What follows belongs to an exercise in optimizing a design on an open flow for small area, a short achievable clock period and few clock cycles; a production flow would make more cautious choices. In this exercise RTL edits were held to simulation tests only and were not proved equivalent to the original. Power is estimated from default activity; no workload was simulated.

===== flow/config.mk =====
export PLATFORM = sky130hd
export DESIGN_NAME = mips_multicycle_core
export DESIGN_NICKNAME = mips_multicycle_core
export VERILOG_FILES = /design/flow/design.v
export SDC_FILE = /design/flow/constraint.sdc
export NUM_CORES = 4
export LEC_CHECK = 0
export CAP_MARGIN = 30
export CELL_PAD_IN_SITES_DETAIL_PLACEMENT = 1
export CELL_PAD_IN_SITES_GLOBAL_PLACEMENT = 2
export CORE_MARGIN = 2
export CORE_UTILIZATION = 45
export CTS_BUF_LIST = sky130_fd_sc_hd__clkbuf_8 sky130_fd_sc_hd__clkbuf_16
export CTS_CLUSTER_DIAMETER = 70
export CTS_CLUSTER_SIZE = 25
export PLACE_DENSITY = 0.6
export SETUP_SLACK_MARGIN = 4.0
export SLEW_MARGIN = 30
export TNS_END_PERCENT = 10

===== flow/constraint.sdc =====
create_clock -name core_clock -period 10.0 [get_ports {clk}]
set_input_delay 2.0000 -clock core_clock [delete_from_list [all_inputs] [get_ports {clk}]]
set_output_delay 2.0000 -clock core_clock [all_outputs]
set_load 0.01 [all_outputs]

===== flow/design.v =====
module mips_multicycle_core #(
  parameter logic [31:0] RESET_PC        = 32'h0000_0000,
  parameter bit          HALT_ON_ILLEGAL = 1'b1
) (
  input  logic        clk,
  input  logic        reset_n,
  output logic        mem_req,
  output logic        mem_we,
  output logic [31:0] mem_addr,
  output logic [31:0] mem_wdata,
  input  logic [31:0] mem_rdata,
  input  logic        mem_ready,
  input  logic [4:0]  dbg_addr,
  output logic [31:0] dbg_data,
  output logic [31:0] pc_out,
  output logic [31:0] instr_out,
  output logic [3:0]  state_out,
  output logic        retire,
  output logic        halted
);
  logic [31:2] pc;         
  logic [31:0] ir;         
  logic        ev;         
  logic        ir_ill;     
  logic        pred;       
  logic        mcyc;       
  logic        m_st;       
  logic        m_wr;       
  logic [4:0]  m_rt;       
  logic [31:0] maddr;      
  logic        halt_r;     
  logic        clr;        
  logic [31:0] regs [32];
  logic        d_r, d_mem, d_sw, d_beq, d_wr, d_sub, d_and, d_or, d_slt;
  logic [4:0]  wa;         
  logic [4:0]  sel_a, sel_b;
  logic [31:0] a, b, simm, sum, res;
  logic        ex, mispred, slt;
  assign simm    = {{16{ir[15]}}, ir[15:0]};
  assign ex      = ev && !mcyc && !ir_ill;
  assign halted  = halt_r || (ev && !mcyc && ir_ill);
  assign sel_a = (halt_r || ir_ill) ? dbg_addr : ir[25:21];
  assign sel_b = mcyc ? m_rt : ir[20:16];
  assign a = regs[sel_a];
  assign b = regs[sel_b];
  assign dbg_data = a;
  assign sum  = a + (d_r ? (d_sub ? ~b : b) : simm) + {31'd0, d_sub};
  assign slt  = (a[31] ^ b[31]) ? a[31] : sum[31];
  assign res  = d_and ? a & b : d_or ? a | b : d_slt ? {31'd0, slt} : sum;
  assign mispred = ex && d_beq && ((a == b) != pred);
  logic [31:2] alt_pc;
  assign alt_pc = pc + (pred ? ~simm[29:0] : simm[29:0]) + {29'd0, pred};
  logic        we;
  logic [4:0]  wsel;
  logic [31:0] wd;
  assign we   = mcyc ? (m_wr && mem_ready) : (ex && d_wr && !d_mem);
  assign wsel = mcyc ? m_rt : wa;
  assign wd   = clr ? 32'd0 : mcyc ? mem_rdata : d_r ? res : sum;
  logic [5:0]  f_op, f_fn;
  logic [4:0]  f_rs, f_rt, f_wa;
  logic        f_r, f_j, f_beq, f_ptk, f_ill, f_ok;
  logic [31:2] f_pc4, f_bt, f_next;
  assign f_op  = mem_rdata[31:26];
  assign f_fn  = mem_rdata[5:0];
  assign f_rs  = mem_rdata[25:21];
  assign f_rt  = mem_rdata[20:16];
  assign f_r   = f_op == 6'h00;
  assign f_j   = f_op == 6'h02;
  assign f_beq = f_op == 6'h04;
  assign f_ptk = f_rs == f_rt || mem_rdata[15];
  assign f_ill = !(f_r || f_op == 6'h23 || f_op == 6'h2B || f_beq || f_op == 6'h08 || f_j) ||
                 (f_r && !(f_fn == 6'h20 || f_fn == 6'h22 || f_fn == 6'h24 || f_fn == 6'h25 ||
                           f_fn == 6'h2A));
  assign f_wa  = (f_r || f_op == 6'h08 || f_op == 6'h23) ? (f_r ? mem_rdata[15:11] : f_rt) : 5'd0;
  assign f_pc4 = pc + 30'd1;
  assign f_bt  = f_pc4 + {{14{mem_rdata[15]}}, mem_rdata[15:0]};
  assign f_next = f_j ? {f_pc4[31:28], mem_rdata[25:0]} : (f_beq && f_ptk) ? f_bt : f_pc4;
  assign f_ok  = !mcyc && !halted && mem_ready && !mispred;
  assign mem_req   = reset_n && !halt_r;
  assign mem_we    = mcyc && m_st;
  assign mem_addr  = mcyc ? maddr : {pc, 2'b00};
  assign mem_wdata = b;
  assign pc_out    = {pc, 2'b00};
  assign instr_out = ir;
  assign state_out = {4{halted}};
  assign retire    = mcyc ? mem_ready : (ex && !d_mem);
  always_ff @(posedge clk or negedge reset_n)
    if (!reset_n) begin
      pc     <= RESET_PC[31:2];
      ev     <= 1'b0;
      ir_ill <= 1'b0;
      mcyc   <= 1'b0;
      halt_r <= 1'b0;
      clr    <= 1'b1;
    end else begin
      clr <= 1'b0;
      if (halted) halt_r <= 1'b1;
      if (mcyc) begin
        if (mem_ready) mcyc <= 1'b0;
      end else begin
        ev <= f_ok;
        if (ex && d_mem) mcyc <= 1'b1;
        if (f_ok) ir_ill <= f_ill;
        if (mispred) pc <= alt_pc;
        else if (f_ok) pc <= f_next;
      end
    end
  always_ff @(posedge clk) begin
    if (ex && d_mem) begin
      maddr <= sum;
      m_rt  <= ir[20:16];
      m_st  <= d_sw;
      m_wr  <= d_wr;
    end
    if (f_ok) begin
      ir    <= mem_rdata;
      pred  <= f_ptk;
      wa    <= f_wa;
      d_r   <= f_r;
      d_mem <= f_op == 6'h23 || f_op == 6'h2B;
      d_sw  <= f_op == 6'h2B;
      d_beq <= f_beq;
      d_wr  <= f_wa != 5'd0 && !f_ill;
      d_sub <= f_r && f_fn[1];
      d_and <= f_r && f_fn[2:0] == 3'b100;
      d_or  <= f_r && f_fn[2:0] == 3'b101;
      d_slt <= f_r && f_fn[3];
    end
  end
  assign regs[0] = 32'd0;
  for (genvar i = 1; i < 32; i++) begin : g_reg
    always_ff @(posedge clk)
      if (clr || (we && wsel == 5'(i))) regs[i] <= wd;
  end
endmodule

===== flow/flow/run.sh =====
#!/bin/bash
# The standard layout flow (standard.sh), with the port buffers that buffer_ports
# inserts made of plain buffers (sky130_fd_sc_hd__buf_4) instead of the delay cells it
# picks by default. Full tool output goes to standard.log.
set -o pipefail
export BUFFER_PORTS_ARGS="-buffer_cell sky130_fd_sc_hd__buf_4"
bash standard.sh finish > standard.log 2>&1

===== flow/standard.sh =====
#!/bin/bash
# synth_recipe.tcl (not shown) runs the flow's synth.tcl, then flattens the netlist and writes it again
# the make line also repeats each setting of config.mk as NAME=value (left out here)
make -C /OpenROAD-flow-scripts/flow DESIGN_CONFIG=/design/flow/config.mk WORK_HOME=/design/flow/orfs CLKGATE_MAP_FILE= SYNTH_SCRIPT=/design/flow/synth_recipe.tcl "${@:-finish}"

==> results of run 1 <==
[flip-flops by register name, summed over array words and instances, names as in the netlist, 5 cells and up]
name,count
ir,32
m_rt,5
pc,30
maddr,32
wa,5
regs,992
[stage by stage]
stage | util | hold slack [ns] | power, W | worst slack, ns
finish | 0.555 | 0.444 | 0.0242 | 3.24
floorplan | - | 0.400 | 0.0137 | 3.40
global route | 0.555 | 0.454 | 0.0248 | 3.14
global placement | 0.490 | 0.401 | 0.0180 | 1.29
detailed placement | 0.492 | 0.426 | 0.0181 | 1.14
CTS | 0.544 | 0.447 | 0.0229 | 3.41
[repair_timing]
item                        CTS  global route
resized for setup           239           116
setup endpoints to repair  1128           981
gates cloned                  8             8
pin swaps                   112            48
buffers inserted            231            58
[routing by layer]
layer  vias to the layer above  GRT usage  routed length, um
met5                         -   0.000377                323
met4                        20      0.310              26100
met3                      1528      0.191              48900
met2                      5175      0.689             127000
met1                     24600      0.576             103000
li1                      18600          -                  -
[Yosys cell counts, types with 34 or more instances]
library cell,n
a21o_1,89
a21oi_1,88
a221oi_1,157
a222oi_1,76
a22o_1,138
a22oi_1,573
buf_1,39
buf_2,80
clkbuf_1,138
dfrtp_1,34
edfxtp_1,1078
ha_1,152
inv_1,84
mux2_2,48
nand2_1,190
nand3_1,190
nand4_1,98
nor2_1,209
nor3_1,57
o21ai_0,101
xnor2_1,65
xor2_1,89
[how the worst max path moves through the flow]
| stage | start | endpoint | slack (ns) | cells after the start |
|---|---|---|---|---|
| global placement | dbg_addr[3] | regs[3][31] | 1.29 | 20 |
| detailed placement | dbg_addr[3] | regs[25][31] | 1.14 | 20 |
| floorplan | dbg_addr[3] | regs[10][30] | 3.40 | 22 |
| finish | mcyc | regs[29][18] | 3.24 | 29 |
| CTS | dbg_addr[2] | dbg_data[16] | 3.41 | 13 |
| global route | mcyc | regs[8][18] | 3.14 | 29 |
[cells in the final DEF (no fill, tap or decap), types with 15 or more instances in the layout]
| cell type | synthesis | layout |
|---|---|---|
| a21o_2 | 0 | 30 |
| o21ai_0 | 101 | 99 |
| xnor2_1 | 65 | 62 |
| or4_4 | 13 | 24 |
| inv_1 | 84 | 77 |
| dfrtp_1 | 34 | 33 |
| ha_4 | 0 | 16 |
| mux2_2 | 48 | 47 |
| nor3_4 | 0 | 19 |
| xor2_1 | 89 | 85 |
| clkbuf_16 | 0 | 89 |
| a211oi_1 | 17 | 15 |
| a21o_1 | 89 | 58 |
| a221o_1 | 15 | 15 |
| nand3_1 | 190 | 188 |
| buf_4 | 9 | 553 |
| a22o_1 | 138 | 138 |
| nor2_1 | 209 | 144 |
| buf_12 | 0 | 66 |
| ha_1 | 152 | 131 |
| nor4_1 | 26 | 18 |
| a222oi_1 | 76 | 76 |
| and3_1 | 20 | 18 |
| nor2_4 | 2 | 68 |
| a21oi_1 | 88 | 80 |
| edfxtp_1 | 1078 | 1078 |
| a22oi_1 | 573 | 569 |
| buf_6 | 12 | 55 |
| nand2_1 | 190 | 177 |
| o211ai_1 | 31 | 31 |
| mux2i_1 | 22 | 21 |
| nand4_1 | 98 | 98 |
| a31oi_1 | 25 | 23 |
| clkinv_8 | 0 | 16 |
| nor3_1 | 57 | 33 |
| a221oi_2 | 2 | 26 |
| a221oi_1 | 157 | 127 |
[cell type report]
cell class | count | area (um2)
antenna | 9 | 22.5
clock buffer | 83 | 2080
clock inverter | 63 | 842
fill | 11900 | 54100
inverter | 86 | 334
multi-input combinational | 2796 | 22300
sequential | 1113 | 33300
tap | 1625 | 2030
timing repair buffer | 704 | 6730
[worst max-delay path, delay by kind of cell, from the launching register on]
family | cells | cell delay [ns]
AOI/OAI and AO/OA | 9 | 1.78
muxes | 1 | 0.31
xor gates and xnor gates | 2 | 0.25
and+or+nand+nor | 6 | 1.22
DFF | 1 | 0.54
buffers and inverters | 9 | 1.65
adders and majority gates | 2 | 0.75
[cell families after synthesis]
logic type	after synthesis	synth area share
buffers and inverters	364	0.0289
other	1	0.0000680
adder cells (fa/ha/maj)	156	0.0360
multiplexers	70	0.0138
flip-flops	1113	0.603
XOR/XNOR	154	0.0245
AO/OA/AOI/OAI	1445	0.202
AND/OR/NAND/NOR	964	0.0914
[where the power goes]
part	switching (W)	total [W]	internal (W)
Sequential	0.00162	0.00992	0.00830
Combinational	0.00654	0.0106	0.00402
Clock	0.00201	0.00370	0.00169
Total	0.0102	0.0242	0.0140
==> flow_metrics.tcl, run 1 <==
set metrics [dict create \
    root_buffer "clkbuf_16" \
    die_h_um 354 \
    io_pins 208 \
    dr.pass1.iters 12 \
    yosysWarnings 2 \
    syn_inst 4267 \
    netlist_area_um2 55100 \
    cts_hold_buf 0 \
    p_leak_nw 24.8 \
    antenna_left 0 \
    rows 128 \
    hold_path_startpoint "d_sw" \
    synth.area.top_cells "edfxtp_1 59%, a22oi_1 7.8%, ha_1 3.5%" \
    clk_pin_slew_ns 0.09 \
    synth_flop_cell "edfxtp_1" \
    startpoint_type "register" \
    timing.rr.start "mcyc" \
    yosysUniqueCellTypes 108 \
    initial_utilization 0.453 \
    cp_max_fo 12 \
    nNetsFinal 4978 \
    routed-via-count 49900 \
    die_w_um 354 \
    drc 0 \
    r2r_cells 29 \
    cp_data_arrival_time_ns 7.27 \
    cts.sinks 1113 \
    tritoncts "done" \
    synthArstFlopShare 0.0314 \
    synth_edf_count 1078 \
    syn_avg_cell_area_um2 12.9 \
    cts_buffer_depth 3 \
    cts_inserted_buffers 81 \
    drt_iter0_drc 10200 \
    setup_viol 0 \
    dp_hpwl_um 181000 \
    drv_cap 0 \
    rsz0062_at_grt "true" \
    die_area_um2 125000 \
    relSlewSlack 0.211 \
    ir_drop_v 0.000232 \
    antenna_found_initial 9 \
    timing.rr.end "regs[29][18]" \
    finalSetupTns_ns 0 \
    avgRoutedWirePerCell_um 47.2 \
    htree_levels 3 \
    slew_viol_final 0 \
    reg2reg_slack_ns 3.24 \
    synth-seq-cells 1113 \
    fmax_mhz 148 \
    grt_pass1_wl_um 405000 \
    clock_latency_ns 0.74 \
    postPlaceCellArea_um2 59900 \
    p_per_area_nw_per_um2 358 \
    cp_data_required_time_ns 10.50 \
    gr-total-overflow 0 \
    area_growth_pct 22.6 \
    ys_seq_area_frac 0.603 \
    slowest_delay_ns 0.54 \
    finalHoldViolCount 0 \
    min_delay_path_depth 0 \
    design_area_um2 67600 \
    cp_slowest_cell "dfrtp_4" \
    hold_end "m_st" \
    port_buffers 205 \
    status "timing/DRC/antenna clean" \
    grtUsageTotal 0.472 \
    period_minus_slack_ns 6.76 \
    path_class "reg2reg" \
    synth_top_area_cell "edfxtp_1" \
    hold_class "reg2reg" \
    drt-total-wl_um 306000 \
    via_per_inst 7.71 \
    grt_max_degree 61 \
    synth_top_area_share 0.587 \
    place_inst 6019 \
    tightest_slew_ns 1.18 \
    fin_skew_ns 0.0612 \
    globalplace.congestion 0.952 \
    final_cells 6479 \
    period_share 0.676 \
    endpoint_kind "register" \
    core-area_um2 122000 \
    layout-drive-gt1-share 0.258 \
    grt_pass1_vias 47400 \
]
Testbench counts, summed over its fixed seeds: cycles 22,519.
==> inputs of run 2 (changes only) <==
--- a/flow/design.v
+++ b/flow/design.v
@@ -26,21 +26,20 @@
   logic        mcyc;       
   logic        m_st;       
   logic        m_wr;       
-  logic [4:0]  m_rt;       
+  logic [4:0]  sel_b;      
   logic [31:0] maddr;      
   logic        halt_r;     
   logic        clr;        
   logic [31:0] regs [32];
   logic        d_r, d_mem, d_sw, d_beq, d_wr, d_sub, d_and, d_or, d_slt;
   logic [4:0]  wa;         
-  logic [4:0]  sel_a, sel_b;
+  logic [4:0]  sel_a;
   logic [31:0] a, b, simm, sum, res;
   logic        ex, mispred, slt;
   assign simm    = {{16{ir[15]}}, ir[15:0]};
   assign ex      = ev && !mcyc && !ir_ill;
   assign halted  = halt_r || (ev && !mcyc && ir_ill);
   assign sel_a = (halt_r || ir_ill) ? dbg_addr : ir[25:21];
-  assign sel_b = mcyc ? m_rt : ir[20:16];
   assign a = regs[sel_a];
   assign b = regs[sel_b];
   assign dbg_data = a;
@@ -54,7 +53,7 @@
   logic [4:0]  wsel;
   logic [31:0] wd;
   assign we   = mcyc ? (m_wr && mem_ready) : (ex && d_wr && !d_mem);
-  assign wsel = mcyc ? m_rt : wa;
+  assign wsel = mcyc ? sel_b : wa;
   assign wd   = clr ? 32'd0 : mcyc ? mem_rdata : d_r ? res : sum;
   logic [5:0]  f_op, f_fn;
   logic [4:0]  f_rs, f_rt, f_wa;
@@ -92,8 +91,11 @@
       mcyc   <= 1'b0;
       halt_r <= 1'b0;
       clr    <= 1'b1;
+      sel_b  <= 5'd0;
     end else begin
       clr <= 1'b0;
+      if ((ex && d_mem) || (mcyc && mem_ready)) sel_b <= ir[20:16];
+      else if (f_ok) sel_b <= f_rt;
       if (halted) halt_r <= 1'b1;
       if (mcyc) begin
         if (mem_ready) mcyc <= 1'b0;
@@ -108,7 +110,6 @@
   always_ff @(posedge clk) begin
     if (ex && d_mem) begin
       maddr <= sum;
-      m_rt  <= ir[20:16];
       m_st  <= d_sw;
       m_wr  <= d_wr;
     end
==> flow_metrics.tcl, run 2 <==
set metrics [dict create \
    period_share 0.676 \
    place_ws_ns 1.03 \
    synth-seq-cells 1113 \
    finalHoldViolCount 0 \
    startpoint_type "input pin" \
    cp_slowest_cell "o21ai_4" \
    layout_commonest_cell "edfxtp_1" \
    nNetsFinal 5040 \
    cts.sinks 1113 \
    grt_pass1_wl_um 405000 \
    synth_top_area_share 0.587 \
    setup_viol 0 \
    fin_skew_ns 0.0544 \
    grt_pass1_vias 47600 \
    slew_viol_final 0 \
    tightest_slew_ns 1.18 \
    syn_inst 4352 \
    cp_max_fo 10 \
    yosysWarnings 2 \
    ir_drop_v 0.000238 \
    crit_family "compound AO/OA/AOI/OAI gates" \
    dr.pass1.iters 8 \
    fmax_mhz 148 \
    top_register "regs" \
    cp_data_arrival_time_ns 7.32 \
    cts_hold_buf 0 \
    slowest_delay_ns 0.49 \
    period_minus_slack_ns 6.76 \
    tritoncts "done" \
    antenna_found_initial 17 \
    dp_hpwl_um 182000 \
    routed-via-count 50300 \
    antenna_left 0 \
    root_buffer "clkbuf_16" \
    synthAdderAreaFrac 0.0355 \
    drc 0 \
    p_per_area_nw_per_um2 398 \
    area_growth_pct 22.4 \
    synth_top_area_cell "edfxtp_1" \
    synth_edf_count 1073 \
    synth_mux_area_frac 0.0139 \
    cts_inserted_buffers 81 \
    relSlewSlack 0.214 \
    synth_common_cells "1073 x edfxtp_1, 528 x a22oi_1, 240 x nand2_1" \
    synth_xor_area_frac 0.0244 \
    finalSetupTns_ns 0 \
    htree_levels 3 \
    globalplace.congestion 0.964 \
    rows 128 \
    grt_util_met1 0.573 \
    syn_avg_cell_area_um2 12.6 \
    largest_register_ffs 992 \
    core-area_um2 121000 \
    top_usage_layer "met2" \
    clk_pin_slew_ns 0.08 \
    initial_utilization 0.452 \
    worst_slack_ns 3.24 \
    status "timing/DRC/antenna clean" \
    hold_class "reg2reg" \
    gr-total-overflow 0 \
    layout-drive-gt1-share 0.246 \
    path_class "in2reg" \
    synthArstFlopShare 0.0359 \
    synth_compound_area_frac 0.202 \
    die_w_um 353 \
    avgRoutedWirePerCell_um 46.9 \
    die_h_um 353 \
    cts_buffer_depth 3 \
    hold_ws_ns 0.425 \
    drt-total-wl_um 307000 \
    die_area_um2 125000 \
    grtUsageTotal 0.472 \
    via_per_inst 7.68 \
    use_met2 0.683 \
    synthSimpleGateAreaFrac 0.0912 \
    synth.area.top_cells "edfxtp_1 59%, a22oi_1 7.2%, ha_1 3.4%" \
    p_leak_nw 24.6 \
    crit_buf_inv 10 \
    grt_max_degree 59 \
    synth_flop_cell "edfxtp_1" \
    met3_usage 0.190 \
    ys_seq_area_frac 0.605 \
    synth_top_family_by_area "compound AO/OA/AOI/OAI gates" \
    endpoint_kind "register" \
    netlist_area_um2 54900 \
    drt_iter0_drc 9763 \
    clock_latency_ns 0.72 \
    synth.most_common_cell "edfxtp_1" \
    cp_data_required_time_ns 10.55 \
    yosysUniqueCellTypes 98 \
    io_pins 208 \
    largestRegisters "regs: 992 flops, ir: 32 flops, maddr: 32 flops" \
    layout_common_cells "1073 x edfxtp_1, 541 x buf_4, 525 x a22oi_1" \
    drv_cap 0 \
    rsz0062_at_grt "true" \
    port_buffers 205 \
]
-- run 2: cell count changes in the layout (fill, tap and decap cells not counted), moves of 16 or more --
cell      change
nand2_2      +33
o211ai_1     -16
xor2_1       -35
a21oi_1      +33
a22oi_1      -44
nor2_1       +17
a221oi_1     +45
a21o_2       -30
a22o_1       +40
xnor2_1      +36
inv_1        +27
a222oi_1     -24
-- run 2: logic make-up after synthesis --
logic type | count (synthesis)
and+or+nand+nor | 1012
AOI/OAI and AO/OA | 1464
buffers and inverters | 386
DFF | 1113
xor gates and xnor gates | 152
muxes | 70
adders and majority gates | 154
other | 1
-- run 2: where the power goes --
group / switching, W / total (W) / internal [W]
registers: 0.00178 / 0.0103 / 0.00856
logic: 0.00817 / 0.0128 / 0.00463
clock network: 0.00196 / 0.00364 / 0.00168
-- run 2: path summary, 6_finish.rpt --
| kind | from | cells after the start | endpoint | slack (ns) |
|---|---|---|---|---|
| worst max-delay path | dbg_addr[2] | 29 | regs[2][28] | 3.24 |
| worst min-delay path | d_sw | 0 | m_st | 0.42 |
| worst max register to register | sel_b[3] | 28 | regs[2][28] | 3.29 |
| worst min register to register | d_sw | 0 | m_st | 0.42 |
| max in group asynchronous | reset_n | 1 | pc[27] | 8.15 |
| min in group asynchronous | reset_n | 1 | sel_b[2] | 1.30 |
-- run 2: layout make-up --
class / count / area [um2]
fill: 12100 / 54200
sequential: 1113 / 33200
multi-input combinational: 2862 / 22300
timing repair buffer: 678 / 6280
clock buffer: 84 / 2100
tap: 1625 / 2030
clock inverter: 64 / 742
inverter: 108 / 429
antenna: 10 / 25.0
timing repair inverter: 2 / 20.0
-- run 2: routing by layer --
metal	share of wire	wire length, um
met1	0.34	104000
met2	0.41	127000
met3	0.15	46700
met4	0.093	28400
met5	0.00071	219
-- run 2: through the flow --
| step | power (W) | cell area (um2) | std cells | util |
|---|---|---|---|---|
| finish | 0.0268 | 67200 | 6546 | 0.554 |
| global route | 0.0274 | 67200 | 6537 | 0.553 |
| CTS | 0.0249 | 65100 | 6426 | 0.536 |
| detailed placement | 0.0207 | 60100 | 6114 | 0.495 |
| global placement | 0.0206 | 60000 | 6110 | 0.494 |
| floorplan | 0.0152 | 55500 | 4354 | - |
-- run 2: worst reg2reg max path: cells and delay by family (launching register included) --
kind	cells	cell delay (ns)
muxes	1	0.31
AOI/OAI and AO/OA	12	2.15
buffers and inverters	7	1.80
adders and majority gates	1	0.28
DFF	1	0.54
and+or+nand+nor	6	1.39
xor gates and xnor gates	1	0.10
-- run 2: what timing repair did --
| action | in CTS | in global routing |
|---|---|---|
| gates resized for setup | 126 | 186 |
| pin swaps | 77 | 90 |
| endpoints found under the setup margin | 1166 | 1096 |
| gates cloned | 9 | 13 |
| hold endpoints to repair | 0 | 0 |
| setup buffers | 155 | 97 |
Testbench counts of run 2, summed over its fixed seeds: cycles 22,519.

## static timing again, ports no longer ideal
The flow's constraints put no driver on any port. The routed layouts listed below were extracted and timed again, unchanged, in two steps.
Step 1 sets driving cells, clkbuf_16 on the clock port and buf_2 on the other inputs (assumed; they add their load-dependent delay and slew).
Step 2 adds t to the input delays and takes it off the output delays; t is the mean of the earliest and latest rising clock arrival at the registers after step 1. Input paths then give back, and output paths get back, about the clock's delay inside the block.
Slacks: no drivers / after step 1 / after step 2; pairs: no drivers / after step 1.
| run | t, ns | setup WS [ns] | hold slack, ns | worst register clock-pin slew, ns |
|---|---|---|---|---|
| run 1 | 0.796 | 3.236 / 3.188 / 2.470 | 0.444 / 0.444 / 0.444 | 0.11 / 0.11 |
| run 2 | 0.776 | 3.238 / 3.254 / 2.491 | 0.425 / 0.425 / 0.425 | 0.10 / 0.10 |
After both steps every run listed still meets setup and hold. The setup slack of run 1, which loses most, moves by -0.048 ns with the drivers and by -0.766 ns with both steps.
